This design comes from an exercise in tuning for small area, a short achievable clock period and few clock cycles on the open sky130 flow, not from production work.
No functional check of the RTL was part of any run shown here.
Power is estimated from default activity; no workload was simulated.

**flow/flow/run.sh**
```bash
#!/bin/bash
# The standard layout, with repair_timing aiming well past the 10 ns clock so that the
# resizer sizes gates and buffers for the period this design can reach. Constraints unchanged.
set -euo pipefail
MARGIN=$(cat flow/margin.txt)
bash standard.sh SETUP_SLACK_MARGIN=$MARGIN finish > standard_flow.log 2>&1
```
**flow/constraint.sdc**
```tcl
create_clock -name core_clock -period 10.0 [get_ports {i_clk}]
set_input_delay 2.0000 -clock core_clock [delete_from_list [all_inputs] [get_ports {i_clk}]]
set_output_delay 2.0000 -clock core_clock [all_outputs]
set_load 0.01 [all_outputs]
```
**flow/config.mk**
```make
export PLATFORM = sky130hd
export DESIGN_NAME = rms_level_meter_peak_hold
export DESIGN_NICKNAME = rms_level_meter_peak_hold
export VERILOG_FILES = /design/flow/design.v
export SDC_FILE = /design/flow/constraint.sdc
export NUM_CORES = 4
export LEC_CHECK = 0
export ABC_CLOCK_PERIOD_IN_PS = 3000
export CAP_MARGIN = 20
export CORE_MARGIN = 2
export CORE_UTILIZATION = 40
export SLEW_MARGIN = 20
```
**flow/standard.sh**
```bash
#!/bin/bash
# synth_recipe.tcl (not shown) runs the flow's synth.tcl, then flattens the netlist and writes it again
# the make line also repeats each setting of config.mk as NAME=value (left out here)
make -C /OpenROAD-flow-scripts/flow DESIGN_CONFIG=/design/flow/config.mk WORK_HOME=/design/flow/orfs CLKGATE_MAP_FILE= SYNTH_SCRIPT=/design/flow/synth_recipe.tcl "${@:-finish}"
```
**flow/design.v**
```verilog
`timescale 1ns / 1ps
package rlm_pkg;
    localparam int RLM_MAX_FRAMES = 256;
    localparam int SAMPLE_W = 16;
    localparam int LEVEL_W  = 7;
    localparam int SUM_W = 39;
endpackage
`timescale 1ns / 1ps
module rlm_ctrl (
    input  logic        i_clk,
    input  logic        i_rst_n,
    input  logic        i_load,
    input  logic [38:0] i_sum,
    input  logic [7:0]  i_nm1,
    input  logic        i_out_ready,
    output logic        o_busy,
    output logic        o_fin,
    output logic        o_valid,
    output logic [6:0]  o_level
);
    logic [3:0]  r_cnt;     
    logic        r_busy;
    logic        r_mul;
    logic        r_dig;     
    logic        r_div;
    logic        r_sqrt;
    logic        r_fin;     
    logic        r_ov;      
    logic [39:0] r_r;
    logic [9:0]  r_c;
    logic        r_cf;
    wire [3:0] w_dig = r_dig ? r_r[3:0] : 4'd0;
    wire [4:0] w_lo  = {1'b0, w_dig} + {1'b0, r_c[3:0]} + {4'd0, r_cf};
    logic [9:0] w_k39;
    always_comb begin
        case (w_dig)
            4'd0:  w_k39 = 10'd0;
            4'd1:  w_k39 = 10'd39;
            4'd2:  w_k39 = 10'd78;
            4'd3:  w_k39 = 10'd117;
            4'd4:  w_k39 = 10'd156;
            4'd5:  w_k39 = 10'd195;
            4'd6:  w_k39 = 10'd234;
            4'd7:  w_k39 = 10'd273;
            4'd8:  w_k39 = 10'd312;
            4'd9:  w_k39 = 10'd351;
            4'd10: w_k39 = 10'd390;
            4'd11: w_k39 = 10'd429;
            4'd12: w_k39 = 10'd468;
            4'd13: w_k39 = 10'd507;
            4'd14: w_k39 = 10'd546;
            default: w_k39 = 10'd585;
        endcase
    end
    wire [9:0] w_cn = w_k39 + {4'd0, r_c[9:4]};
    wire [8:0]  w_a   = r_div ? {r_r[39:32], r_r[31]} : {1'b0, r_r[39:32]};
    wire [8:0]  w_b   = r_div ? {1'b0, i_nm1} : {2'b00, r_c[6:0]};
    wire        w_bin = r_div | (r_r[31:30] == 2'b00);
    wire [9:0]  w_d   = {1'b0, w_a} - {1'b0, w_b} - {9'd0, w_bin};
    wire        w_ge  = ~w_d[9];
    wire [7:0]  w_pdiv = w_ge ? w_d[7:0] : w_a[7:0];
    wire [7:0]  w_psq  = w_ge ? {w_d[5:0], r_r[31:30] - 2'd1} : {r_r[37:32], r_r[31:30]};
    wire w_last = (r_cnt == 4'd0);
    always_ff @(posedge i_clk) begin
        if (!i_rst_n) begin
            r_busy <= 1'b0;
            r_mul  <= 1'b0;
            r_div  <= 1'b0;
            r_sqrt <= 1'b0;
            r_fin  <= 1'b0;
            r_ov   <= 1'b0;
        end else if (i_load) begin
            r_busy <= 1'b1;
            r_mul  <= 1'b1;
            r_div  <= 1'b0;
            r_sqrt <= 1'b0;
            r_fin  <= 1'b0;
            r_ov   <= 1'b0;
        end else begin
            if (r_ov & i_out_ready) begin
                r_busy <= 1'b0;
                r_ov   <= 1'b0;
            end
            if (r_fin) begin
                r_ov <= 1'b1;
            end
            r_fin <= w_last & r_sqrt;
            if (w_last) begin
                r_mul  <= 1'b0;
                r_div  <= r_mul;
                r_sqrt <= r_div;
            end
        end
    end
    always_ff @(posedge i_clk) begin
        if (i_load) begin
            r_cnt   <= 4'd11;
            r_dig   <= 1'b1;
            r_r     <= {1'b0, i_sum};
            r_c     <= 10'd0;
            r_cf    <= 1'b0;
        end else begin
            r_cnt   <= w_last ? (r_mul ? 4'd13 : 4'd6) : r_cnt - 4'd1;
            if (r_cnt == 4'd2) begin
                r_dig <= 1'b0;
            end
            if (r_mul) begin
                r_r <= {w_lo[3:0], r_r[39:4]};
                r_c <= w_cn;
                r_cf <= w_lo[4];
            end else if (r_div) begin
                r_r[39:32] <= w_last ? 8'd0 : w_pdiv;
                r_r[31:18] <= {r_r[30:18], w_ge};
            end else if (r_sqrt) begin
                r_r[39:32] <= w_psq;
                r_r[31:18] <= {r_r[29:18], 2'b00};
                r_c[6:0]   <= {r_c[5:0], w_ge};
            end
        end
    end
    assign o_busy  = r_busy;
    assign o_fin   = r_fin;
    assign o_valid = r_ov;
    assign o_level = r_c[6:0];
endmodule
`timescale 1ns / 1ps
module rlm_csa (
    input  logic [14:0] y,
    input  logic        s,
    input  logic [38:0] as_,
    input  logic [38:0] ac,
    output logic [38:0] os_,
    output logic [38:0] oc
);
    wire w0 = y[0] & y[2];
    wire w1 = y[0] & y[3];
    wire w2 = y[0] & y[4];
    wire w3 = y[0] & y[5];
    wire w4 = y[0] & y[6];
    wire w5 = y[0] & y[7];
    wire w6 = y[0] & y[8];
    wire w7 = y[0] & y[9];
    wire w8 = y[0] & y[10];
    wire w9 = y[0] & y[11];
    wire w10 = y[0] & y[12];
    wire w11 = y[0] & y[13];
    wire w12 = y[0] & y[14];
    wire w13 = y[1] & y[3];
    wire w14 = y[1] & y[4];
    wire w15 = y[1] & y[5];
    wire w16 = y[1] & y[6];
    wire w17 = y[1] & y[7];
    wire w18 = y[1] & y[8];
    wire w19 = y[1] & y[9];
    wire w20 = y[1] & y[10];
    wire w21 = y[1] & y[11];
    wire w22 = y[1] & y[12];
    wire w23 = y[1] & y[13];
    wire w24 = y[1] & y[14];
    wire w25 = y[2] & y[4];
    wire w26 = y[2] & y[5];
    wire w27 = y[2] & y[6];
    wire w28 = y[2] & y[7];
    wire w29 = y[2] & y[8];
    wire w30 = y[2] & y[9];
    wire w31 = y[2] & y[10];
    wire w32 = y[2] & y[11];
    wire w33 = y[2] & y[12];
    wire w34 = y[2] & y[13];
    wire w35 = y[2] & y[14];
    wire w36 = y[3] & y[5];
    wire w37 = y[3] & y[6];
    wire w38 = y[3] & y[7];
    wire w39 = y[3] & y[8];
    wire w40 = y[3] & y[9];
    wire w41 = y[3] & y[10];
    wire w42 = y[3] & y[11];
    wire w43 = y[3] & y[12];
    wire w44 = y[3] & y[13];
    wire w45 = y[3] & y[14];
    wire w46 = y[4] & y[6];
    wire w47 = y[4] & y[7];
    wire w48 = y[4] & y[8];
    wire w49 = y[4] & y[9];
    wire w50 = y[4] & y[10];
    wire w51 = y[4] & y[11];
    wire w52 = y[4] & y[12];
    wire w53 = y[4] & y[13];
    wire w54 = y[4] & y[14];
    wire w55 = y[5] & y[7];
    wire w56 = y[5] & y[8];
    wire w57 = y[5] & y[9];
    wire w58 = y[5] & y[10];
    wire w59 = y[5] & y[11];
    wire w60 = y[5] & y[12];
    wire w61 = y[5] & y[13];
    wire w62 = y[5] & y[14];
    wire w63 = y[6] & y[8];
    wire w64 = y[6] & y[9];
    wire w65 = y[6] & y[10];
    wire w66 = y[6] & y[11];
    wire w67 = y[6] & y[12];
    wire w68 = y[6] & y[13];
    wire w69 = y[6] & y[14];
    wire w70 = y[7] & y[9];
    wire w71 = y[7] & y[10];
    wire w72 = y[7] & y[11];
    wire w73 = y[7] & y[12];
    wire w74 = y[7] & y[13];
    wire w75 = y[7] & y[14];
    wire w76 = y[8] & y[10];
    wire w77 = y[8] & y[11];
    wire w78 = y[8] & y[12];
    wire w79 = y[8] & y[13];
    wire w80 = y[8] & y[14];
    wire w81 = y[9] & y[11];
    wire w82 = y[9] & y[12];
    wire w83 = y[9] & y[13];
    wire w84 = y[9] & y[14];
    wire w85 = y[10] & y[12];
    wire w86 = y[10] & y[13];
    wire w87 = y[10] & y[14];
    wire w88 = y[11] & y[13];
    wire w89 = y[11] & y[14];
    wire w90 = y[12] & y[14];
    wire w91 = y[1] & ~y[0];
    wire w92 = y[0] & y[1];
    wire w93 = y[2] & ~y[1];
    wire w94 = y[1] & y[2];
    wire w95 = y[3] & ~y[2];
    wire w96 = y[2] & y[3];
    wire w97 = y[4] & ~y[3];
    wire w98 = y[3] & y[4];
    wire w99 = y[5] & ~y[4];
    wire w100 = y[4] & y[5];
    wire w101 = y[6] & ~y[5];
    wire w102 = y[5] & y[6];
    wire w103 = y[7] & ~y[6];
    wire w104 = y[6] & y[7];
    wire w105 = y[8] & ~y[7];
    wire w106 = y[7] & y[8];
    wire w107 = y[9] & ~y[8];
    wire w108 = y[8] & y[9];
    wire w109 = y[10] & ~y[9];
    wire w110 = y[9] & y[10];
    wire w111 = y[11] & ~y[10];
    wire w112 = y[10] & y[11];
    wire w113 = y[12] & ~y[11];
    wire w114 = y[11] & y[12];
    wire w115 = y[13] & ~y[12];
    wire w116 = y[12] & y[13];
    wire w117 = y[14] & ~y[13];
    wire w118 = y[13] & y[14];
    wire w119 = y[0] ^ s;
    wire w120 = s & y[0];
    wire w121 = s & y[1];
    wire w122 = s & y[2];
    wire w123 = s & y[3];
    wire w124 = s & y[4];
    wire w125 = s & y[5];
    wire w126 = s & y[6];
    wire w127 = s & y[7];
    wire w128 = s & y[8];
    wire w129 = s & y[9];
    wire w130 = s & y[10];
    wire w131 = s & y[11];
    wire w132 = s & y[12];
    wire w133 = s & y[13];
    wire w134 = s & y[14];
    wire w135 = w10 ^ w21;
    wire w136 = w10 & w21;
    wire w137 = w11 ^ w22 ^ w32;
    wire w138 = (w11 & w22) | (w11 & w32) | (w22 & w32);
    wire w139 = w12 ^ w23 ^ w33;
    wire w140 = (w12 & w23) | (w12 & w33) | (w23 & w33);
    wire w141 = w42 ^ w50;
    wire w142 = w42 & w50;
    wire w143 = w24 ^ w34 ^ w43;
    wire w144 = (w24 & w34) | (w24 & w43) | (w34 & w43);
    wire w145 = w35 ^ w44;
    wire w146 = w35 & w44;
    wire w147 = w4 ^ w15;
    wire w148 = w4 & w15;
    wire w149 = w5 ^ w16 ^ w26;
    wire w150 = (w5 & w16) | (w5 & w26) | (w16 & w26);
    wire w151 = w6 ^ w17 ^ w27;
    wire w152 = (w6 & w17) | (w6 & w27) | (w17 & w27);
    wire w153 = w36 ^ w98;
    wire w154 = w36 & w98;
    wire w155 = w7 ^ w18 ^ w28;
    wire w156 = (w7 & w18) | (w7 & w28) | (w18 & w28);
    wire w157 = w37 ^ w99 ^ w129;
    wire w158 = (w37 & w99) | (w37 & w129) | (w99 & w129);
    wire w159 = w8 ^ w19 ^ w29;
    wire w160 = (w8 & w19) | (w8 & w29) | (w19 & w29);
    wire w161 = w38 ^ w46 ^ w100;
    wire w162 = (w38 & w46) | (w38 & w100) | (w46 & w100);
    wire w163 = w130 ^ as_[11];
    wire w164 = w130 & as_[11];
    wire w165 = w9 ^ w20 ^ w30;
    wire w166 = (w9 & w20) | (w9 & w30) | (w20 & w30);
    wire w167 = w39 ^ w47 ^ w101;
    wire w168 = (w39 & w47) | (w39 & w101) | (w47 & w101);
    wire w169 = w131 ^ as_[12] ^ ac[12];
    wire w170 = (w131 & as_[12]) | (w131 & ac[12]) | (as_[12] & ac[12]);
    wire w171 = w135 ^ w31 ^ w40;
    wire w172 = (w135 & w31) | (w135 & w40) | (w31 & w40);
    wire w173 = w48 ^ w55 ^ w102;
    wire w174 = (w48 & w55) | (w48 & w102) | (w55 & w102);
    wire w175 = w132 ^ as_[13] ^ ac[13];
    wire w176 = (w132 & as_[13]) | (w132 & ac[13]) | (as_[13] & ac[13]);
    wire w177 = w136 ^ w137 ^ w41;
    wire w178 = (w136 & w137) | (w136 & w41) | (w137 & w41);
    wire w179 = w49 ^ w56 ^ w103;
    wire w180 = (w49 & w56) | (w49 & w103) | (w56 & w103);
    wire w181 = w133 ^ as_[14] ^ ac[14];
    wire w182 = (w133 & as_[14]) | (w133 & ac[14]) | (as_[14] & ac[14]);
    wire w183 = w138 ^ w139 ^ w141;
    wire w184 = (w138 & w139) | (w138 & w141) | (w139 & w141);
    wire w185 = w57 ^ w63 ^ w104;
    wire w186 = (w57 & w63) | (w57 & w104) | (w63 & w104);
    wire w187 = w134 ^ as_[15] ^ ac[15];
    wire w188 = (w134 & as_[15]) | (w134 & ac[15]) | (as_[15] & ac[15]);
    wire w189 = w140 ^ w142 ^ w143;
    wire w190 = (w140 & w142) | (w140 & w143) | (w142 & w143);
    wire w191 = w51 ^ w58 ^ w64;
    wire w192 = (w51 & w58) | (w51 & w64) | (w58 & w64);
    wire w193 = w105 ^ as_[16] ^ ac[16];
    wire w194 = (w105 & as_[16]) | (w105 & ac[16]) | (as_[16] & ac[16]);
    wire w195 = w144 ^ w145 ^ w52;
    wire w196 = (w144 & w145) | (w144 & w52) | (w145 & w52);
    wire w197 = w59 ^ w65 ^ w70;
    wire w198 = (w59 & w65) | (w59 & w70) | (w65 & w70);
    wire w199 = w106 ^ as_[17] ^ ac[17];
    wire w200 = (w106 & as_[17]) | (w106 & ac[17]) | (as_[17] & ac[17]);
    wire w201 = w146 ^ w45 ^ w53;
    wire w202 = (w146 & w45) | (w146 & w53) | (w45 & w53);
    wire w203 = w60 ^ w66 ^ w71;
    wire w204 = (w60 & w66) | (w60 & w71) | (w66 & w71);
    wire w205 = w107 ^ as_[18] ^ ac[18];
    wire w206 = (w107 & as_[18]) | (w107 & ac[18]) | (as_[18] & ac[18]);
    wire w207 = w54 ^ w61 ^ w67;
    wire w208 = (w54 & w61) | (w54 & w67) | (w61 & w67);
    wire w209 = w72 ^ w76 ^ w108;
    wire w210 = (w72 & w76) | (w72 & w108) | (w76 & w108);
    wire w211 = as_[19] ^ ac[19];
    wire w212 = as_[19] & ac[19];
    wire w213 = w62 ^ w68 ^ w73;
    wire w214 = (w62 & w68) | (w62 & w73) | (w68 & w73);
    wire w215 = w77 ^ w109 ^ as_[20];
    wire w216 = (w77 & w109) | (w77 & as_[20]) | (w109 & as_[20]);
    wire w217 = w69 ^ w74 ^ w78;
    wire w218 = (w69 & w74) | (w69 & w78) | (w74 & w78);
    wire w219 = w81 ^ w110;
    wire w220 = w81 & w110;
    wire w221 = w75 ^ w79 ^ w82;
    wire w222 = (w75 & w79) | (w75 & w82) | (w79 & w82);
    wire w223 = w80 ^ w83;
    wire w224 = w80 & w83;
    wire w225 = w91 ^ w120;
    wire w226 = w91 & w120;
    wire w227 = w0 ^ w92 ^ w122;
    wire w228 = (w0 & w92) | (w0 & w122) | (w92 & w122);
    wire w229 = w1 ^ w93 ^ w123;
    wire w230 = (w1 & w93) | (w1 & w123) | (w93 & w123);
    wire w231 = w2 ^ w13 ^ w94;
    wire w232 = (w2 & w13) | (w2 & w94) | (w13 & w94);
    wire w233 = w124 ^ as_[5];
    wire w234 = w124 & as_[5];
    wire w235 = w3 ^ w14 ^ w95;
    wire w236 = (w3 & w14) | (w3 & w95) | (w14 & w95);
    wire w237 = w125 ^ as_[6] ^ ac[6];
    wire w238 = (w125 & as_[6]) | (w125 & ac[6]) | (as_[6] & ac[6]);
    wire w239 = w147 ^ w25 ^ w96;
    wire w240 = (w147 & w25) | (w147 & w96) | (w25 & w96);
    wire w241 = w126 ^ as_[7] ^ ac[7];
    wire w242 = (w126 & as_[7]) | (w126 & ac[7]) | (as_[7] & ac[7]);
    wire w243 = w148 ^ w149 ^ w97;
    wire w244 = (w148 & w149) | (w148 & w97) | (w149 & w97);
    wire w245 = w127 ^ as_[8] ^ ac[8];
    wire w246 = (w127 & as_[8]) | (w127 & ac[8]) | (as_[8] & ac[8]);
    wire w247 = w150 ^ w151 ^ w153;
    wire w248 = (w150 & w151) | (w150 & w153) | (w151 & w153);
    wire w249 = w128 ^ as_[9] ^ ac[9];
    wire w250 = (w128 & as_[9]) | (w128 & ac[9]) | (as_[9] & ac[9]);
    wire w251 = w152 ^ w154 ^ w155;
    wire w252 = (w152 & w154) | (w152 & w155) | (w154 & w155);
    wire w253 = w157 ^ as_[10] ^ ac[10];
    wire w254 = (w157 & as_[10]) | (w157 & ac[10]) | (as_[10] & ac[10]);
    wire w255 = w156 ^ w158 ^ w159;
    wire w256 = (w156 & w158) | (w156 & w159) | (w158 & w159);
    wire w257 = w161 ^ w163 ^ ac[11];
    wire w258 = (w161 & w163) | (w161 & ac[11]) | (w163 & ac[11]);
    wire w259 = w160 ^ w162 ^ w164;
    wire w260 = (w160 & w162) | (w160 & w164) | (w162 & w164);
    wire w261 = w165 ^ w167 ^ w169;
    wire w262 = (w165 & w167) | (w165 & w169) | (w167 & w169);
    wire w263 = w166 ^ w168 ^ w170;
    wire w264 = (w166 & w168) | (w166 & w170) | (w168 & w170);
    wire w265 = w171 ^ w173 ^ w175;
    wire w266 = (w171 & w173) | (w171 & w175) | (w173 & w175);
    wire w267 = w172 ^ w174 ^ w176;
    wire w268 = (w172 & w174) | (w172 & w176) | (w174 & w176);
    wire w269 = w177 ^ w179 ^ w181;
    wire w270 = (w177 & w179) | (w177 & w181) | (w179 & w181);
    wire w271 = w178 ^ w180 ^ w182;
    wire w272 = (w178 & w180) | (w178 & w182) | (w180 & w182);
    wire w273 = w183 ^ w185 ^ w187;
    wire w274 = (w183 & w185) | (w183 & w187) | (w185 & w187);
    wire w275 = w184 ^ w186 ^ w188;
    wire w276 = (w184 & w186) | (w184 & w188) | (w186 & w188);
    wire w277 = w189 ^ w191 ^ w193;
    wire w278 = (w189 & w191) | (w189 & w193) | (w191 & w193);
    wire w279 = w190 ^ w192 ^ w194;
    wire w280 = (w190 & w192) | (w190 & w194) | (w192 & w194);
    wire w281 = w195 ^ w197 ^ w199;
    wire w282 = (w195 & w197) | (w195 & w199) | (w197 & w199);
    wire w283 = w196 ^ w198 ^ w200;
    wire w284 = (w196 & w198) | (w196 & w200) | (w198 & w200);
    wire w285 = w201 ^ w203 ^ w205;
    wire w286 = (w201 & w203) | (w201 & w205) | (w203 & w205);
    wire w287 = w202 ^ w204 ^ w206;
    wire w288 = (w202 & w204) | (w202 & w206) | (w204 & w206);
    wire w289 = w207 ^ w209 ^ w211;
    wire w290 = (w207 & w209) | (w207 & w211) | (w209 & w211);
    wire w291 = w208 ^ w210 ^ w212;
    wire w292 = (w208 & w210) | (w208 & w212) | (w210 & w212);
    wire w293 = w213 ^ w215 ^ ac[20];
    wire w294 = (w213 & w215) | (w213 & ac[20]) | (w215 & ac[20]);
    wire w295 = w214 ^ w216 ^ w217;
    wire w296 = (w214 & w216) | (w214 & w217) | (w216 & w217);
    wire w297 = w219 ^ as_[21] ^ ac[21];
    wire w298 = (w219 & as_[21]) | (w219 & ac[21]) | (as_[21] & ac[21]);
    wire w299 = w218 ^ w220 ^ w221;
    wire w300 = (w218 & w220) | (w218 & w221) | (w220 & w221);
    wire w301 = w111 ^ as_[22] ^ ac[22];
    wire w302 = (w111 & as_[22]) | (w111 & ac[22]) | (as_[22] & ac[22]);
    wire w303 = w222 ^ w223 ^ w85;
    wire w304 = (w222 & w223) | (w222 & w85) | (w223 & w85);
    wire w305 = w112 ^ as_[23] ^ ac[23];
    wire w306 = (w112 & as_[23]) | (w112 & ac[23]) | (as_[23] & ac[23]);
    wire w307 = w224 ^ w84 ^ w86;
    wire w308 = (w224 & w84) | (w224 & w86) | (w84 & w86);
    wire w309 = w113 ^ as_[24] ^ ac[24];
    wire w310 = (w113 & as_[24]) | (w113 & ac[24]) | (as_[24] & ac[24]);
    wire w311 = w87 ^ w88 ^ w114;
    wire w312 = (w87 & w88) | (w87 & w114) | (w88 & w114);
    wire w313 = as_[25] ^ ac[25];
    wire w314 = as_[25] & ac[25];
    wire w315 = w89 ^ w115 ^ as_[26];
    wire w316 = (w89 & w115) | (w89 & as_[26]) | (w115 & as_[26]);
    wire w317 = w90 ^ w116;
    wire w318 = w90 & w116;
    wire w319 = w225 ^ w121;
    wire w320 = w225 & w121;
    wire w321 = w226 ^ w227 ^ as_[3];
    wire w322 = (w226 & w227) | (w226 & as_[3]) | (w227 & as_[3]);
    wire w323 = w228 ^ w229 ^ as_[4];
    wire w324 = (w228 & w229) | (w228 & as_[4]) | (w229 & as_[4]);
    wire w325 = w230 ^ w231 ^ w233;
    wire w326 = (w230 & w231) | (w230 & w233) | (w231 & w233);
    wire w327 = w232 ^ w234 ^ w235;
    wire w328 = (w232 & w234) | (w232 & w235) | (w234 & w235);
    wire w329 = w236 ^ w238 ^ w239;
    wire w330 = (w236 & w238) | (w236 & w239) | (w238 & w239);
    wire w331 = w240 ^ w242 ^ w243;
    wire w332 = (w240 & w242) | (w240 & w243) | (w242 & w243);
    wire w333 = w244 ^ w246 ^ w247;
    wire w334 = (w244 & w246) | (w244 & w247) | (w246 & w247);
    wire w335 = w248 ^ w250 ^ w251;
    wire w336 = (w248 & w250) | (w248 & w251) | (w250 & w251);
    wire w337 = w252 ^ w254 ^ w255;
    wire w338 = (w252 & w254) | (w252 & w255) | (w254 & w255);
    wire w339 = w256 ^ w258 ^ w259;
    wire w340 = (w256 & w258) | (w256 & w259) | (w258 & w259);
    wire w341 = w260 ^ w262 ^ w263;
    wire w342 = (w260 & w262) | (w260 & w263) | (w262 & w263);
    wire w343 = w264 ^ w266 ^ w267;
    wire w344 = (w264 & w266) | (w264 & w267) | (w266 & w267);
    wire w345 = w268 ^ w270 ^ w271;
    wire w346 = (w268 & w270) | (w268 & w271) | (w270 & w271);
    wire w347 = w272 ^ w274 ^ w275;
    wire w348 = (w272 & w274) | (w272 & w275) | (w274 & w275);
    wire w349 = w276 ^ w278 ^ w279;
    wire w350 = (w276 & w278) | (w276 & w279) | (w278 & w279);
    wire w351 = w280 ^ w282 ^ w283;
    wire w352 = (w280 & w282) | (w280 & w283) | (w282 & w283);
    wire w353 = w284 ^ w286 ^ w287;
    wire w354 = (w284 & w286) | (w284 & w287) | (w286 & w287);
    wire w355 = w288 ^ w290 ^ w291;
    wire w356 = (w288 & w290) | (w288 & w291) | (w290 & w291);
    wire w357 = w292 ^ w294 ^ w295;
    wire w358 = (w292 & w294) | (w292 & w295) | (w294 & w295);
    wire w359 = w296 ^ w298 ^ w299;
    wire w360 = (w296 & w298) | (w296 & w299) | (w298 & w299);
    wire w361 = w300 ^ w302 ^ w303;
    wire w362 = (w300 & w302) | (w300 & w303) | (w302 & w303);
    wire w363 = w304 ^ w306 ^ w307;
    wire w364 = (w304 & w306) | (w304 & w307) | (w306 & w307);
    wire w365 = w308 ^ w310 ^ w311;
    wire w366 = (w308 & w310) | (w308 & w311) | (w310 & w311);
    wire w367 = w312 ^ w314 ^ w315;
    wire w368 = (w312 & w314) | (w312 & w315) | (w314 & w315);
    wire w369 = w316 ^ w317 ^ as_[27];
    wire w370 = (w316 & w317) | (w316 & as_[27]) | (w317 & as_[27]);
    wire w371 = w318 ^ w117 ^ as_[28];
    wire w372 = (w318 & w117) | (w318 & as_[28]) | (w117 & as_[28]);
    wire w373 = w118 ^ as_[29];
    wire w374 = w118 & as_[29];
    wire w375 = w119 ^ as_[0];
    wire w376 = w119 & as_[0];
    wire w377 = as_[1] ^ ac[1];
    wire w378 = as_[1] & ac[1];
    wire w379 = w319 ^ as_[2] ^ ac[2];
    wire w380 = (w319 & as_[2]) | (w319 & ac[2]) | (as_[2] & ac[2]);
    wire w381 = w320 ^ w321 ^ ac[3];
    wire w382 = (w320 & w321) | (w320 & ac[3]) | (w321 & ac[3]);
    wire w383 = w322 ^ w323 ^ ac[4];
    wire w384 = (w322 & w323) | (w322 & ac[4]) | (w323 & ac[4]);
    wire w385 = w324 ^ w325 ^ ac[5];
    wire w386 = (w324 & w325) | (w324 & ac[5]) | (w325 & ac[5]);
    wire w387 = w326 ^ w327 ^ w237;
    wire w388 = (w326 & w327) | (w326 & w237) | (w327 & w237);
    wire w389 = w328 ^ w329 ^ w241;
    wire w390 = (w328 & w329) | (w328 & w241) | (w329 & w241);
    wire w391 = w330 ^ w331 ^ w245;
    wire w392 = (w330 & w331) | (w330 & w245) | (w331 & w245);
    wire w393 = w332 ^ w333 ^ w249;
    wire w394 = (w332 & w333) | (w332 & w249) | (w333 & w249);
    wire w395 = w334 ^ w335 ^ w253;
    wire w396 = (w334 & w335) | (w334 & w253) | (w335 & w253);
    wire w397 = w336 ^ w337 ^ w257;
    wire w398 = (w336 & w337) | (w336 & w257) | (w337 & w257);
    wire w399 = w338 ^ w339 ^ w261;
    wire w400 = (w338 & w339) | (w338 & w261) | (w339 & w261);
    wire w401 = w340 ^ w341 ^ w265;
    wire w402 = (w340 & w341) | (w340 & w265) | (w341 & w265);
    wire w403 = w342 ^ w343 ^ w269;
    wire w404 = (w342 & w343) | (w342 & w269) | (w343 & w269);
    wire w405 = w344 ^ w345 ^ w273;
    wire w406 = (w344 & w345) | (w344 & w273) | (w345 & w273);
    wire w407 = w346 ^ w347 ^ w277;
    wire w408 = (w346 & w347) | (w346 & w277) | (w347 & w277);
    wire w409 = w348 ^ w349 ^ w281;
    wire w410 = (w348 & w349) | (w348 & w281) | (w349 & w281);
    wire w411 = w350 ^ w351 ^ w285;
    wire w412 = (w350 & w351) | (w350 & w285) | (w351 & w285);
    wire w413 = w352 ^ w353 ^ w289;
    wire w414 = (w352 & w353) | (w352 & w289) | (w353 & w289);
    wire w415 = w354 ^ w355 ^ w293;
    wire w416 = (w354 & w355) | (w354 & w293) | (w355 & w293);
    wire w417 = w356 ^ w357 ^ w297;
    wire w418 = (w356 & w357) | (w356 & w297) | (w357 & w297);
    wire w419 = w358 ^ w359 ^ w301;
    wire w420 = (w358 & w359) | (w358 & w301) | (w359 & w301);
    wire w421 = w360 ^ w361 ^ w305;
    wire w422 = (w360 & w361) | (w360 & w305) | (w361 & w305);
    wire w423 = w362 ^ w363 ^ w309;
    wire w424 = (w362 & w363) | (w362 & w309) | (w363 & w309);
    wire w425 = w364 ^ w365 ^ w313;
    wire w426 = (w364 & w365) | (w364 & w313) | (w365 & w313);
    wire w427 = w366 ^ w367 ^ ac[26];
    wire w428 = (w366 & w367) | (w366 & ac[26]) | (w367 & ac[26]);
    wire w429 = w368 ^ w369 ^ ac[27];
    wire w430 = (w368 & w369) | (w368 & ac[27]) | (w369 & ac[27]);
    wire w431 = w370 ^ w371 ^ ac[28];
    wire w432 = (w370 & w371) | (w370 & ac[28]) | (w371 & ac[28]);
    wire w433 = w372 ^ w373 ^ ac[29];
    wire w434 = (w372 & w373) | (w372 & ac[29]) | (w373 & ac[29]);
    wire w435 = w374 ^ as_[30] ^ ac[30];
    wire w436 = (w374 & as_[30]) | (w374 & ac[30]) | (as_[30] & ac[30]);
    wire w437 = as_[31] ^ ac[31];
    wire w438 = as_[31] & ac[31];
    wire w439 = as_[32] ^ ac[32];
    wire w440 = as_[32] & ac[32];
    wire w441 = as_[33] ^ ac[33];
    wire w442 = as_[33] & ac[33];
    wire w443 = as_[34] ^ ac[34];
    wire w444 = as_[34] & ac[34];
    wire w445 = as_[35] ^ ac[35];
    wire w446 = as_[35] & ac[35];
    wire w447 = as_[36] ^ ac[36];
    wire w448 = as_[36] & ac[36];
    wire w449 = as_[37] ^ ac[37];
    wire w450 = as_[37] & ac[37];
    wire w451 = as_[38] ^ ac[38];
    wire w452 = as_[38] & ac[38];
    assign os_[0] = w375;
    assign oc[0] = ac[0];
    assign os_[1] = w376;
    assign oc[1] = w377;
    assign os_[2] = w378;
    assign oc[2] = w379;
    assign os_[3] = w380;
    assign oc[3] = w381;
    assign os_[4] = w382;
    assign oc[4] = w383;
    assign os_[5] = w384;
    assign oc[5] = w385;
    assign os_[6] = w386;
    assign oc[6] = w387;
    assign os_[7] = w388;
    assign oc[7] = w389;
    assign os_[8] = w390;
    assign oc[8] = w391;
    assign os_[9] = w392;
    assign oc[9] = w393;
    assign os_[10] = w394;
    assign oc[10] = w395;
    assign os_[11] = w396;
    assign oc[11] = w397;
    assign os_[12] = w398;
    assign oc[12] = w399;
    assign os_[13] = w400;
    assign oc[13] = w401;
    assign os_[14] = w402;
    assign oc[14] = w403;
    assign os_[15] = w404;
    assign oc[15] = w405;
    assign os_[16] = w406;
    assign oc[16] = w407;
    assign os_[17] = w408;
    assign oc[17] = w409;
    assign os_[18] = w410;
    assign oc[18] = w411;
    assign os_[19] = w412;
    assign oc[19] = w413;
    assign os_[20] = w414;
    assign oc[20] = w415;
    assign os_[21] = w416;
    assign oc[21] = w417;
    assign os_[22] = w418;
    assign oc[22] = w419;
    assign os_[23] = w420;
    assign oc[23] = w421;
    assign os_[24] = w422;
    assign oc[24] = w423;
    assign os_[25] = w424;
    assign oc[25] = w425;
    assign os_[26] = w426;
    assign oc[26] = w427;
    assign os_[27] = w428;
    assign oc[27] = w429;
    assign os_[28] = w430;
    assign oc[28] = w431;
    assign os_[29] = w432;
    assign oc[29] = w433;
    assign os_[30] = w434;
    assign oc[30] = w435;
    assign os_[31] = w436;
    assign oc[31] = w437;
    assign os_[32] = w438;
    assign oc[32] = w439;
    assign os_[33] = w440;
    assign oc[33] = w441;
    assign os_[34] = w442;
    assign oc[34] = w443;
    assign os_[35] = w444;
    assign oc[35] = w445;
    assign os_[36] = w446;
    assign oc[36] = w447;
    assign os_[37] = w448;
    assign oc[37] = w449;
    assign os_[38] = w450;
    assign oc[38] = w451;
endmodule
`timescale 1ns / 1ps
module rms_level_meter_peak_hold #(
    parameter int MAX_FRAMES = rlm_pkg::RLM_MAX_FRAMES
) (
    input  logic                                i_clk,
    input  logic                                i_rst_n,
    input  logic                                i_in_valid,
    output logic                                o_in_ready,
    input  logic signed [rlm_pkg::SAMPLE_W-1:0] i_sample,
    input  logic                                i_last_sample,
    output logic                                o_out_valid,
    input  logic                                i_out_ready,
    output logic [rlm_pkg::LEVEL_W-1:0]         o_level,
    output logic [rlm_pkg::LEVEL_W-1:0]         o_peak_level
);
    localparam int SW = rlm_pkg::SUM_W;
    logic          r_rdy;      
    logic [7:0]    r_cnt;      
    logic [7:0]    r_ncap;     
    logic [14:0]   r_y;        
    logic          r_s;        
    logic          r_v;        
    logic          r_cl;       
    logic          r_done;     
    logic          r_xfer;     
    logic          r_zero;     
    logic [SW-1:0] r_as;
    logic [SW-1:0] r_ac;
    logic [6:0]    r_pk;
    wire       w_busy;
    wire       w_fin;
    wire       w_ov;
    wire [6:0] w_level;
    wire w_full    = ~r_cl & ((r_v & (r_cnt == 8'd254)) | (~r_v & (r_cnt == 8'd255)));
    wire w_take_in = i_in_valid & r_rdy & i_rst_n;
    wire w_close   = w_take_in & (i_last_sample | w_full);
    wire w_block   = r_cl | r_done | w_busy;
    wire w_unblock = r_xfer & ~r_cl;
    wire w_ncap_ld = (r_cl & r_rdy) | (w_unblock & ~r_rdy);
    wire w_busy_n  = r_xfer | (w_busy & ~(w_ov & i_out_ready));
    wire w_done_n  = r_cl | (r_done & ~r_xfer);
    always_ff @(posedge i_clk) begin
        if (!i_rst_n) begin
            r_rdy  <= 1'b1;
            r_cnt  <= 8'd0;
            r_v    <= 1'b0;
            r_cl   <= 1'b0;
            r_done <= 1'b0;
            r_xfer <= 1'b0;
            r_zero <= 1'b1;
        end else begin
            if (r_rdy) begin
                r_rdy <= ~(w_close & w_block);
            end else begin
                r_rdy <= w_unblock;
            end
            if (w_ncap_ld) begin
                r_cnt <= 8'd0;
            end else if (r_v & ~r_cl) begin
                r_cnt <= r_cnt + 8'd1;
            end
            r_v    <= w_take_in;
            r_cl   <= w_close;
            r_done <= w_done_n;
            r_xfer <= w_done_n & ~w_busy_n;
            r_zero <= w_done_n & ~w_busy_n;
        end
    end
    always_ff @(posedge i_clk) begin
        if (w_ncap_ld) begin
            r_ncap <= r_cnt;
        end
    end
    always_ff @(posedge i_clk) begin
        r_y <= w_take_in ? (i_sample[14:0] ^ {15{i_sample[15]}}) : 15'd0;
        r_s <= w_take_in & i_sample[15];
    end
    wire [SW-1:0] w_as;
    wire [SW-1:0] w_ac;
    rlm_csa u_csa (
        .y   (r_y),
        .s   (r_s),
        .as_ (r_as & {SW{~r_zero}}),
        .ac  (r_ac & {SW{~r_zero}}),
        .os_ (w_as),
        .oc  (w_ac)
    );
    always_ff @(posedge i_clk) begin
        r_as <= w_as;
        r_ac <= w_ac;
    end
    wire [SW-1:0] w_sum = r_as + r_ac;
    rlm_ctrl u_lvl (
        .i_clk   (i_clk),
        .i_rst_n (i_rst_n),
        .i_load  (r_xfer),
        .i_sum   (w_sum),
        .i_nm1   (r_ncap),
        .i_out_ready (i_out_ready),
        .o_busy  (w_busy),
        .o_fin   (w_fin),
        .o_valid (w_ov),
        .o_level (w_level)
    );
    always_ff @(posedge i_clk) begin
        if (!i_rst_n) begin
            r_pk <= 7'd0;
        end else if (w_fin && (w_level > r_pk)) begin
            r_pk <= w_level;
        end
    end
    assign o_in_ready   = r_rdy;
    assign o_out_valid  = w_ov;
    assign o_level      = w_level;
    assign o_peak_level = r_pk;
endmodule
```
**flow/flow/margin.txt**
```
6.8
```
==> results of run 1 <==
-- repair_timing --
action | CTS | global route
pin swaps | 12 | 10
setup buffers | 31 | 11
gates resized for setup | 76 | 26
setup endpoints to repair | 68 | 40
-- power groups by stage --
stage                     Clock (uW)  Sequential, uW  Combinational (uW)
after floorplan                    0             945                 954
after global placement             0            1010                1100
after detailed placement           0            1010                1120
after CTS                        676             987                1280
after global routing             704             998                1480
final                            658             984                1330
-- per-stage QoR --
| stage | cells | setup slack, ps | area [um2] |
|---|---|---|---|
| after floorplan | 1560 | 6624 | 14780 |
| after global placement | 1996 | 5900 | 15380 |
| after detailed placement | 1996 | 5822 | 15380 |
| after CTS | 2059 | 6745 | 16360 |
| after global routing | 2070 | 6647 | 16550 |
| final | 2070 | 6772 | 16550 |
-- state kept, by name, summed over array words and instances (netlist names), 4 cells and up --
register / flops
u_lvl.r_c: 10
r_as: 39
u_lvl.r_r: 40
r_ncap: 8
r_pk: 7
u_lvl.r_cnt: 4
r_ac: 39
r_y: 15
r_cnt: 8
-- synth_stat cells, types with 21 or more instances --
library cell	instances	area [um2]
a211oi_1	21	157.7
a21o_1	38	285.3
a21oi_1	94	470.5
and2_1	69	431.7
clkbuf_1	49	183.9
dfxtp_1	138	2763
edfxtp_1	47	1411
fa_1	140	2803
ha_1	105	1314
inv_1	173	649.4
mux2_2	25	281.5
mux2i_1	35	350.3
nand2_1	128	480.5
nand2b_1	46	287.8
nand3_1	25	125.1
nor2_1	108	405.4
nor2b_1	79	494.2
o21ai_0	34	170.2
xnor2_1	48	420.4
-- area by class of cell --
| type | count | area (um2) |
|---|---|---|
| multi-input combinational | 1131 | 9766 |
| clock buffer | 17 | 425.4 |
| inverter | 173 | 649.4 |
| sequential | 185 | 4259 |
| clock inverter | 15 | 130.1 |
| timing repair buffer | 81 | 735.7 |
| tap | 468 | 585.6 |
| fill | 3448 | 19800 |
-- kinds of logic after synthesis --
| kind of cell | after synthesis | synth area share |
|---|---|---|
| adder cells (fa/ha/maj) | 245 | 0.2808 |
| AND/OR/NAND/NOR | 499 | 0.1707 |
| buffers and inverters | 244 | 0.06588 |
| multiplexers | 61 | 0.04412 |
| AO/OA/AOI/OAI | 260 | 0.1144 |
| XOR/XNOR | 66 | 0.03943 |
| flip-flops | 185 | 0.2847 |
-- critical path, delay by kind of cell (launching register included) --
family,cells,cell delay (ps)
AO/OA/AOI/OAI,6,1190
adder cells (fa/ha/maj),2,550
buffers and inverters,4,510
flip-flops,1,390
multiplexers,1,340
-- worst paths after layout --
check	end	cells after the start
worst max-delay path	u_lvl.r_r[35]$_DFFE_PP_	13
worst max register to register	u_lvl.r_r[35]$_DFFE_PP_	13
worst min-delay path	r_ac[0]$_DFF_P_	1
worst min register to register	r_ac[0]$_DFF_P_	1
-- layer usage --
metal,wire [um],GRT usage,up-vias
li1,-,-,5192
met1,14650,0.2194,5102
met2,15070,0.2983,167
met3,951,0.02401,36
met4,643,0.06022,0
met5,0,0,-
==> results by group, run 1 <==
Status
  – Outcome: complete, no violations

Timing
  – Final Hold Fails: 0
  – Slew Limit Fails: 0
  – Final worst-path cycle share: 0.3228
  – Clk_skew: 13.48 ps
  – Hold slack: 477.9 ps
  – Max Freq: 309.8 MHz
  – Setup TNS: 0 ps
  – Relative slew margins: 0.3209
  – # setup viols final: 0
  – RSZ-0062 raised after global routing: true
  – Final min period: 3228 ps
  – Actual slew at the worst max-slew pin: 1019 ps

Yosys
  – Post-synthesis sequential area ratio: 0.2847
  – Synthesis-stage register bit count: 185
  – Syn nets: 1826
  – Post-synth EDFFs: 47
  – Avg Inst Size Synth: 9.398 um2
  – Main flop type after synthesis: dfxtp_1
  – Post-synthesis cell area: 14660 um2
  – Mapped Cells: 1560
  – Distinct cells, synth: 66
  – Synth warnings: 2
  – Share of flip-flops with an asynchronous set or reset: 0

Worst hold path
  – Hold Crit Start: r_ac[0]$_DFF_P_
  – Hold Crit Class: reg2reg

Setup path
  – FF-to-FF setup slack: 6770 ps
  – Crit path from: u_lvl.r_div$_SDFFE_PP0P_
  – Arrival time at the worst endpoint: 3430 ps
  – R2R Path Start: u_lvl.r_div$_SDFFE_PP0P_
  – Crit path capture type: flop
  – Slowest cell on crit path: dfxtp_4
  – CP dominant cell by count: buf_6
  – Maximum fanout along the worst path: 7
  – CP max stage delay: 390 ps
  – Crit start category: flop
  – Crit path cell chain: buf_6, mux2_2, ha_1, inv_1, ha_4, o21ai_2, o21ai_4, buf_6, a41o_4, buf_6, o21ai_1, a221o_1, a211o_1
  – Kind of critical path: reg2reg
  – Worst Path Required: 10210 ps

Floorplan
  – Core area: 36350 um2
  – Die width: 195.5 um
  – Row cnt: 70
  – Die area: 38200 um2
  – Initial cell density of the core: 0.4034
  – Die H: 195.5 um
  – IO Count: 37

Drt
  – Vias: 10500
  – Vias per cell: 5.071
  – Routed Antenna Nets: 0
  – WL/cell: 15.13 um
  – DR iter-0 viols: 548
  – Routed wire length: 31310 um
  – # DRC: 0
  – First-pass DRT Iterations: 5

Global routing
  – Vias in the first global route: 10780
  – First-pass GRT wire length: 52980 um
  – Congestion Overflow GR: 0
  – Initial antenna violation count: 0
  – Largest net degree at the start of global routing: 71
  – GR Util All Layers: 0.1719

Pwr
  – VDD IR max: 0.0001277 V
  – Comb pwr share: 0.447
  – Power density cells: 179.4 nW/um2
  – Post-route total power: 2970 uW
  – Internal Power: 1844 uW
  – Switching Power: 1126 uW
  – Switching part of the total: 0.3793
  – Leakage power total: 0.007144 uW
  – Reg power frac: 0.331
  – Clock power frac: 0.221

Layout
  – Most common cell after layout, fill and taps aside: inv_1
  – Final core occ: 0.4554
  – N_diodes: 0
  – Layout cells sized above 1: 0.1117
  – Fin nets: 1855
  – Most frequent cells in the layout: inv_1 (169), fa_1 (137), nand2_1 (127)
  – Growth of design area from synthesis to finish: 12.89%

Clocking
  – Clock Latency Late Sink: 460 ps
  – Max H-tree Level: 4
  – Total clock sinks: 185
  – Worst-path clk slew: 80 ps
  – Cts hold-fix bufs: 0
  – Root buf cell: clkbuf_16
  – CTS tree: done
  – CTS max path bufs: 2
  – Num CTS Buffers: 17

Placement
  – Gp weighted congestion: 0.8548
  – IO Port Bufs: 36
  – Dpl hpwl: 23000 um

Job
  – Max-cap violation count: 0
==> inputs of run 2 (changes only) <==
--- a/flow/design.v
+++ b/flow/design.v
@@ -20,3 +20,3 @@
 );
-    logic [3:0]  r_cnt;     
+    logic [4:0]  r_cnt;     
     logic        r_busy;
@@ -30,27 +30,7 @@
     logic [9:0]  r_c;
-    logic        r_cf;
-    wire [3:0] w_dig = r_dig ? r_r[3:0] : 4'd0;
-    wire [4:0] w_lo  = {1'b0, w_dig} + {1'b0, r_c[3:0]} + {4'd0, r_cf};
-    logic [9:0] w_k39;
-    always_comb begin
-        case (w_dig)
-            4'd0:  w_k39 = 10'd0;
-            4'd1:  w_k39 = 10'd39;
-            4'd2:  w_k39 = 10'd78;
-            4'd3:  w_k39 = 10'd117;
-            4'd4:  w_k39 = 10'd156;
-            4'd5:  w_k39 = 10'd195;
-            4'd6:  w_k39 = 10'd234;
-            4'd7:  w_k39 = 10'd273;
-            4'd8:  w_k39 = 10'd312;
-            4'd9:  w_k39 = 10'd351;
-            4'd10: w_k39 = 10'd390;
-            4'd11: w_k39 = 10'd429;
-            4'd12: w_k39 = 10'd468;
-            4'd13: w_k39 = 10'd507;
-            4'd14: w_k39 = 10'd546;
-            default: w_k39 = 10'd585;
-        endcase
-    end
-    wire [9:0] w_cn = w_k39 + {4'd0, r_c[9:4]};
+    wire [1:0] w_dig = r_dig ? r_r[1:0] : 2'd0;
+    wire [2:0] w_lo  = {1'b0, w_dig} + {1'b0, r_c[1:0]};
+    wire [9:0] w_k   = (w_dig == 2'd0) ? 10'd0 : (w_dig == 2'd1) ? 10'd156 :
+                       (w_dig == 2'd2) ? 10'd312 : 10'd468;
+    wire [9:0] w_cn  = w_k + {2'd0, r_c[9:2]} + {9'd0, w_lo[2]};
     wire [8:0]  w_a   = r_div ? {r_r[39:32], r_r[31]} : {1'b0, r_r[39:32]};
@@ -62,3 +42,3 @@
     wire [7:0]  w_psq  = w_ge ? {w_d[5:0], r_r[31:30] - 2'd1} : {r_r[37:32], r_r[31:30]};
-    wire w_last = (r_cnt == 4'd0);
+    wire w_last = (r_cnt == 5'd0);
     always_ff @(posedge i_clk) begin
@@ -96,3 +76,3 @@
         if (i_load) begin
-            r_cnt   <= 4'd11;
+            r_cnt   <= 5'd23;
             r_dig   <= 1'b1;
@@ -100,6 +80,5 @@
             r_c     <= 10'd0;
-            r_cf    <= 1'b0;
         end else begin
-            r_cnt   <= w_last ? (r_mul ? 4'd13 : 4'd6) : r_cnt - 4'd1;
-            if (r_cnt == 4'd2) begin
+            r_cnt   <= w_last ? (r_mul ? 5'd13 : 5'd6) : r_cnt - 5'd1;
+            if (r_cnt == 5'd4) begin
                 r_dig <= 1'b0;
@@ -107,5 +86,4 @@
             if (r_mul) begin
-                r_r <= {w_lo[3:0], r_r[39:4]};
+                r_r <= {w_lo[1:0], r_r[39:2]};
                 r_c <= w_cn;
-                r_cf <= w_lo[4];
             end else if (r_div) begin
==> run 2 against run 1 <==
- via count down 4.6%
- largest power group unchanged
- setup slack improved by 25 ps
- die area is 2.4% lower
- sequential power fell by 0.9%
- sequential share of layout area up 0.72 points
- critical endpoint unchanged
- critical path depth shrank 3
- register-to-register slack improved by 20 ps
- utilization fell by 0.11 points
- critical path type unchanged
- fmax is 0.77% higher
- synthesized cell count decreased by 4.2%
==> results by group, run 2 <==
Drt
  – Routed Antenna Nets: 0
  – Vias: 10020
  – WL/cell: 14.67 um
  – First-pass DRT Iterations: 5
  – # DRC: 0
  – Routed wire length: 29260 um
  – Vias per cell: 5.021
  – DR iter-0 viols: 382

Global routing
  – Largest net degree at the start of global routing: 54
  – Initial antenna violation count: 0
  – Congestion Overflow GR: 0
  – First-pass GRT wire length: 49150 um
  – Vias in the first global route: 10070
  – GR Util All Layers: 0.1641

Setup path
  – Crit start category: flop
  – Maximum fanout along the worst path: 5
  – Worst Path Required: 10190 ps
  – Kind of critical path: reg2reg
  – Arrival time at the worst endpoint: 3390 ps
  – Crit path capture type: flop
  – Slowest cell on crit path: or4_1
  – Crit path cell chain: ha_1, o21ai_0, o21ai_2, nand3_2, nand3_1, a41oi_2, o21bai_2, a311o_1, nor4bb_1, or4_1
  – CP max stage delay: 460 ps

Yosys
  – Synthesis-stage register bit count: 185
  – Syn nets: 1752
  – Most frequent cells after synthesis: inv_1 (179), dfxtp_1 (138), fa_1 (138)
  – Post-synthesis sequential area ratio: 0.2918
  – Avg Inst Size Synth: 9.574 um2
  – Mux cell area share after synthesis: 0.04741
  – Largest cells by area after synthesis: dfxtp_1 (19%), fa_1 (19%), edfxtp_1 (9.9%), ha_1 (8.7%), inv_1 (4.7%)
  – Post-Synth XOR/XNOR Area: 0.04286
  – Post-synthesis cell area: 14300 um2
  – Count leader, synth: inv_1
  – Post-Synth Simple-Gate Area: 0.1610
  – Distinct cells, synth: 67
  – Post-synth EDFFs: 47
  – Main combinational cell family by area after synthesis: adder cells
  – Main flop type after synthesis: dfxtp_1
  – Mapped Cells: 1494
  – Synth warnings: 2
  – Adder-cell share of the synthesized area: 0.2797
  – Post-synth top area share: 0.1931
  – Share of flip-flops with an asynchronous set or reset: 0
  – Cell taking the most area after synthesis: dfxtp_1
  – Compound-Gate Fraction of Synth Area: 0.1083

Layout
  – Most common cell after layout, fill and taps aside: inv_1
  – Post-Layout Inst Area: 16080 um2
  – Reg with most FFs: u_lvl.r_r
  – Max reg flops: 40
  – Biggest regs: u_lvl.r_r: 40 flops, r_ac: 39 flops, r_as: 39 flops
  – Fin nets: 1779
  – Growth of design area from synthesis to finish: 12.42%
  – Filler cells: 3427
  – N_diodes: 0
  – Most frequent cells in the layout: inv_1 (177), fa_1 (134), nand2_1 (120)
  – Layout cells sized above 1: 0.1063

Clocking
  – CTS max path bufs: 2
  – Root buf cell: clkbuf_16
  – Max H-tree Level: 4
  – Worst-path clk slew: 80 ps
  – Num CTS Buffers: 17
  – Clock Latency Late Sink: 450 ps
  – CTS tree: done
  – Total clock sinks: 185

Pwr
  – Leakage power total: 0.006877 uW
  – Power density cells: 166.2 nW/um2
  – VDD IR max: 0.0001316 V

Floorplan
  – Core area: 35400 um2
  – Die H: 193.1 um
  – Die area: 37290 um2
  – IO Count: 37
  – Initial cell density of the core: 0.4041
  – Row cnt: 69
  – Die width: 193.1 um

Placement
  – IO Port Bufs: 36
  – Gp weighted congestion: 0.8336
  – Dpl hpwl: 21650 um
  – Placement Cell Area: 15020 um2

Timing
  – Actual slew at the worst max-slew pin: 881.2 ps
  – Final min period: 3203 ps
  – Clk_skew: 15.12 ps
  – RSZ-0062 raised after global routing: true
  – Setup TNS: 0 ps
  – Final Hold Fails: 0
  – Max Freq: 312.2 MHz
  – Relative slew margins: 0.4125
  – # setup viols final: 0
  – Final worst-path cycle share: 0.3203
  – Slew Limit Fails: 0
  – Hold slack: 474.3 ps

Job
  – Max-cap violation count: 0

Worst hold path
  – Hold Crit Class: reg2reg

Status
  – Outcome: complete, no violations
## run 2: logic make-up after synthesis
family          Yosys count
simple gates            454
buf+inv                 249
fa+ha+maj               237
compound gates          234
flops                   185
xor+xnor                 70
mux                      65
## run 2: routing by layer
layer	wire length, um	up-vias	global-route usage	part of all wire
li1	-	4940	-	-
met1	13970	4882	0.2198	0.48
met2	13770	165	0.2738	0.47
met3	1052	30	0.02805	0.036
met4	467	0	0.04633	0.016
met5	0	-	0	0
## run 2: stage by stage
stage          setup WS [ps]  power [uW]  instances    util
3_5_place_dp            5913        1916       1924  0.4242
4_1_cts                 6597        2610       1975  0.4480
6_report                6797        2672       1995  0.4543
2_1_floorplan           6790        1724       1494       -
5_1_grt                 6680        2857       1995  0.4543
3_3_place_gp            5917        1890       1924  0.4242
## run 2: critical path, delay by kind of cell, from the launching register on
kind	cells	cell delay, ps
flip-flops	1	330
AND/OR/NAND/NOR	4	910
adder cells (fa/ha/maj)	1	370
AO/OA/AOI/OAI	5	1340
## run 2: layout make-up
class,count,area [um2],share of cell area
clock buffers,17,425.4,0.02646
clock inverters,15,152.6,0.009493
inverters,179,671.9,0.04178
multi-input cells,1061,9326,0.5800
flip-flops and latches,185,4254,0.2646
well taps,461,576.8,0.03587
repair buffers,77,673.1,0.04186
## run 2: worst paths after layout
kind	from	end	slack, ps	depth (start not counted)
min	u_lvl.r_fin$_SDFF_PP0_	u_lvl.r_ov$_SDFFE_PP0P_	470	2
max	r_as[2]$_DFF_P_	u_lvl.r_r[35]$_DFFE_PP_	6800	10
max reg2reg	r_as[2]$_DFF_P_	u_lvl.r_r[35]$_DFFE_PP_	6800	10
min reg2reg	u_lvl.r_fin$_SDFF_PP0_	u_lvl.r_ov$_SDFFE_PP0P_	470	2
## run 2: report_power, final
group / switching, uW / internal [uW] / leakage (uW) / total, uW
clock: 335 / 334 / 0.000282 / 669
combinational: 539 / 489 / 0.00502 / 1030
sequential: 97.5 / 877 / 0.00157 / 975
## run 2: timing repair
action                     CTS  global route
setup endpoints to repair   70            37
hold buffers                 0             0
cloned                       0             1
resized for setup           62            20
setup buffers               19            19
pin swaps                    6             6
==> inputs of run 3 (changes only) <==
--- a/flow/design.v
+++ b/flow/design.v
@@ -735,3 +735,3 @@
     end
-    wire [SW-1:0] w_sum = r_as + r_ac;
+    wire [SW-1:0] w_sum = r_as ^ r_ac;
     rlm_ctrl u_lvl (
==> run 3 against run 2 <==
- setup slack improved by 78 ps
- first-iteration DRC count increased by 14%
- largest power group unchanged
- total power decreased by 2.8%
- die area decreased by 12%
- clock skew decreased by 6.4 ps
- utilization increased by 0.20 points
- non-clock buffer count decreased by 21
- clock-buffer cell count increased by 8
- synthesized cell count decreased by 15%
- fmax increased by 2.5%
- critical path depth decreased by 9
- critical path type is now reg2out
==> results by group, run 3 <==
Status
  – Outcome: complete, no violations

Yosys
  – Main flop type after synthesis: dfxtp_1
  – Distinct cells, synth: 58
  – Syn nets: 1484
  – Cell taking the most area after synthesis: dfxtp_1
  – Main combinational cell family by area after synthesis: adder cells
  – Most frequent cells after synthesis: inv_1 (169), dfxtp_1 (138), fa_1 (137)
  – Post-Synth Simple-Gate Area: 0.1572
  – Adder-cell share of the synthesized area: 0.2789
  – Largest cells by area after synthesis: dfxtp_1 (22%), fa_1 (22%), edfxtp_1 (11%), ha_1 (6.1%), inv_1 (5.0%)
  – Compound-Gate Fraction of Synth Area: 0.07904
  – Post-synthesis cell area: 12570 um2
  – Mux cell area share after synthesis: 0.03305
  – Synth warnings: 2
  – Share of flip-flops with an asynchronous set or reset: 0
  – Count leader, synth: inv_1
  – Post-synthesis sequential area ratio: 0.3321
  – Post-synth EDFFs: 47
  – Mapped Cells: 1265
  – Post-synth top area share: 0.2198
  – Synthesis-stage register bit count: 185
  – Post-Synth XOR/XNOR Area: 0.04808
  – Avg Inst Size Synth: 9.935 um2

Timing
  – Relative slew margins: 0.3600
  – RSZ-0062 raised after global routing: false
  – Worst Setup Slack, final: 6875 ps
  – # setup viols final: 0
  – Setup TNS: 0 ps
  – Actual slew at the worst max-slew pin: 957.6 ps
  – Clk_skew: 8.726 ps
  – Final Hold Fails: 0
  – Final min period: 3125 ps
  – Slew Limit Fails: 0
  – Max Freq: 320.0 MHz
  – Final worst-path cycle share: 0.3125

Clocking
  – Root buf cell: clkbuf_16
  – Total clock sinks: 185
  – Max H-tree Level: 4
  – Clock Latency Late Sink: 430 ps
  – Worst-path clk slew: 70 ps
  – CTS max path bufs: 2
  – CTS tree: done
  – Num CTS Buffers: 17

Drt
  – Routed wire length: 25140 um
  – # DRC: 0
  – Vias per cell: 4.970
  – Routed Antenna Nets: 0
  – Vias: 8395
  – First-pass DRT Iterations: 5
  – DR iter-0 viols: 436
  – WL/cell: 14.89 um

Placement
  – Placement Cell Area: 13200 um2
  – IO Port Bufs: 36
  – Gp weighted congestion: 0.8035
  – Dpl hpwl: 17700 um
  – Pre-CTS WS: 5683 ps

Layout
  – Fin nets: 1500
  – Layout cells sized above 1: 0.07889
  – Filler cells: 2907
  – Max reg flops: 40
  – Biggest regs: u_lvl.r_r: 40 flops, r_ac: 39 flops, r_as: 39 flops
  – N_diodes: 0
  – Growth of design area from synthesis to finish: 11.63%
  – Reg with most FFs: u_lvl.r_r
  – Post-Layout Inst Area: 14030 um2
  – Most frequent cells in the layout: inv_1 (168), fa_1 (134), dfxtp_1 (111)
  – Area of the multi-input gates: 7585 um2
  – Storage cell area: 4250 um2
  – Most common cell after layout, fill and taps aside: inv_1

Global routing
  – GR Util All Layers: 0.1609
  – Vias in the first global route: 8672
  – First-pass GRT wire length: 42670 um
  – Initial antenna violation count: 0
  – Congestion Overflow GR: 0
  – Largest net degree at the start of global routing: 85

Pwr
  – VDD IR max: 0.0001255 V
  – Leakage power total: 0.005865 uW
  – Power density cells: 185.2 nW/um2

Setup path
  – CP max stage delay: 400 ps
  – Kind of critical path: reg2out
  – Maximum fanout along the worst path: 6
  – Crit start category: flop
  – Buf+Inv Stages, Crit Path: 1
  – Crit path capture type: output port
  – Crit path cell chain: dlygate4sd2_1
  – Arrival time at the worst endpoint: 1120 ps
  – Worst Path Required: 8000 ps
  – Slowest cell on crit path: dfxtp_2
  – CP delay by family, top: flip-flops

Floorplan
  – Row cnt: 64
  – IO Count: 37
  – Die width: 181.3 um
  – Core area: 30750 um2
  – Die H: 181.3 um
  – Initial cell density of the core: 0.4087
  – Die area: 32860 um2

Worst hold path
  – Hold Crit Class: reg2reg

Job
  – Max-cap violation count: 0
run 3: changes by cell type after synthesis, sizes merged, moves of 14 or more:
cell / before / now
a21o: 27 / 7
a21oi: 87 / 70
ha: 99 / 61
nand2: 120 / 86
o21ai: 37 / 22
o21bai: 15 / 1
run 3: cells by family (layout without fill, tap and decap cells):
logic type | Yosys count | in the layout
AOI/OAI and AO/OA | 159 | 160
xor gates and xnor gates | 69 | 69
adders and majority gates | 198 | 198
buffers and inverters | 229 | 256
DFF | 185 | 185
muxes | 40 | 40
and+or+nand+nor | 385 | 385
run 3: final cells by class:
type,instances,share of cell area
Multi-Input combinational cell,852,0.5406
Sequential cell,185,0.3030
Inverter,169,0.04522
Timing Repair Buffer,56,0.03772
Clock buffer,25,0.03541
Tap cell,396,0.03532
Clock inverter,6,0.002765
run 3: timing repair:
action | CTS | global route
hold endpoints to repair | 0 | 0
gates cloned | 0 | 1
setup endpoints to repair | 63 | 31
gates resized for setup | 56 | 20
setup buffers | 11 | 6
hold buffers | 0 | 0
pin swaps | 0 | 9
run 3: power by group:
group | leakage [uW] | total [uW] | internal, uW | switching, uW
Combinational | 0.00402 | 987 | 439 | 548
Sequential | 0.00158 | 980 | 880 | 100
Clock | 0.000264 | 631 | 346 | 285
Total | 0.00587 | 2600 | 1660 | 933
run 3: worst paths after layout:
kind	endpoint	cells after the start	slack, ps	startpoint
setup / recovery	o_level[6]	1	6880	u_lvl.r_c[6]$_SDFFE_PP0P_
hold / removal	u_lvl.r_ov$_SDFFE_PP0P_	2	480	u_lvl.r_fin$_SDFF_PP0_
hold reg to reg	u_lvl.r_ov$_SDFFE_PP0P_	2	480	u_lvl.r_fin$_SDFF_PP0_
setup reg to reg	u_lvl.r_r[36]$_DFFE_PP_	10	6890	u_lvl.r_div$_SDFFE_PP0N_
run 3: tightest hold or removal path, cell delays in order (launching register included):
cell     delay, ps
dfxtp_1        330
a21oi_1         40
nor2_1          70
run 3: per-stage QoR:
stage	cells	utilization	hold slack, ps	total power [uW]
3_3_place_gp	1640	0.4293	456.2	1876
2_1_floorplan	1265	-	430.4	1693
6_report	1689	0.4563	478.9	2598
4_1_cts	1682	0.4524	484.5	2548
5_1_grt	1689	0.4563	509.5	2781
3_5_place_dp	1640	0.4293	466.6	1897
run 3: layer usage:
metal / global-route usage / routed length, um / vias up
met1: 0.2140 / 11880 / 4130
met3: 0.02600 / 876 / 41
met4: 0.05268 / 518 / 0
met5: 0 / 0 / -
li1: - / - / 4060
met2: 0.2679 / 11870 / 164

port drivers added, routing unchanged:
The results above use ideal ports. As a check the final layouts listed here were re-extracted and re-timed, cells and wires unchanged.
Step 1 assumes that a clkbuf_16 drives the clock port and a buf_2 every other input.
Step 2, shift: input delay + t, output delay - t, t = (earliest + latest rising clock arrival at the registers) / 2. This alone moves slack from input paths to output paths.
Three values: ideal ports, drivers, drivers and shift; two values: the first two.
| run | shift t [ns] | setup WS [ns] | worst setup path after step 2 | pins driven straight from the clock port |
|---|---|---|---|---|
| run 1 | 0.505 | 6.772 / 6.772 / 6.547 | input to register | 1 |
| run 2 | 0.488 | 6.797 / 6.797 / 6.627 | input to register | 1 |
| run 3 | 0.476 | 6.875 / 6.825 / 6.613 | input to register | 1 |
After both steps every run listed still meets setup and hold. The setup slack of run 3, which loses most, moves by -0.050 ns with the drivers and by -0.262 ns with both steps.
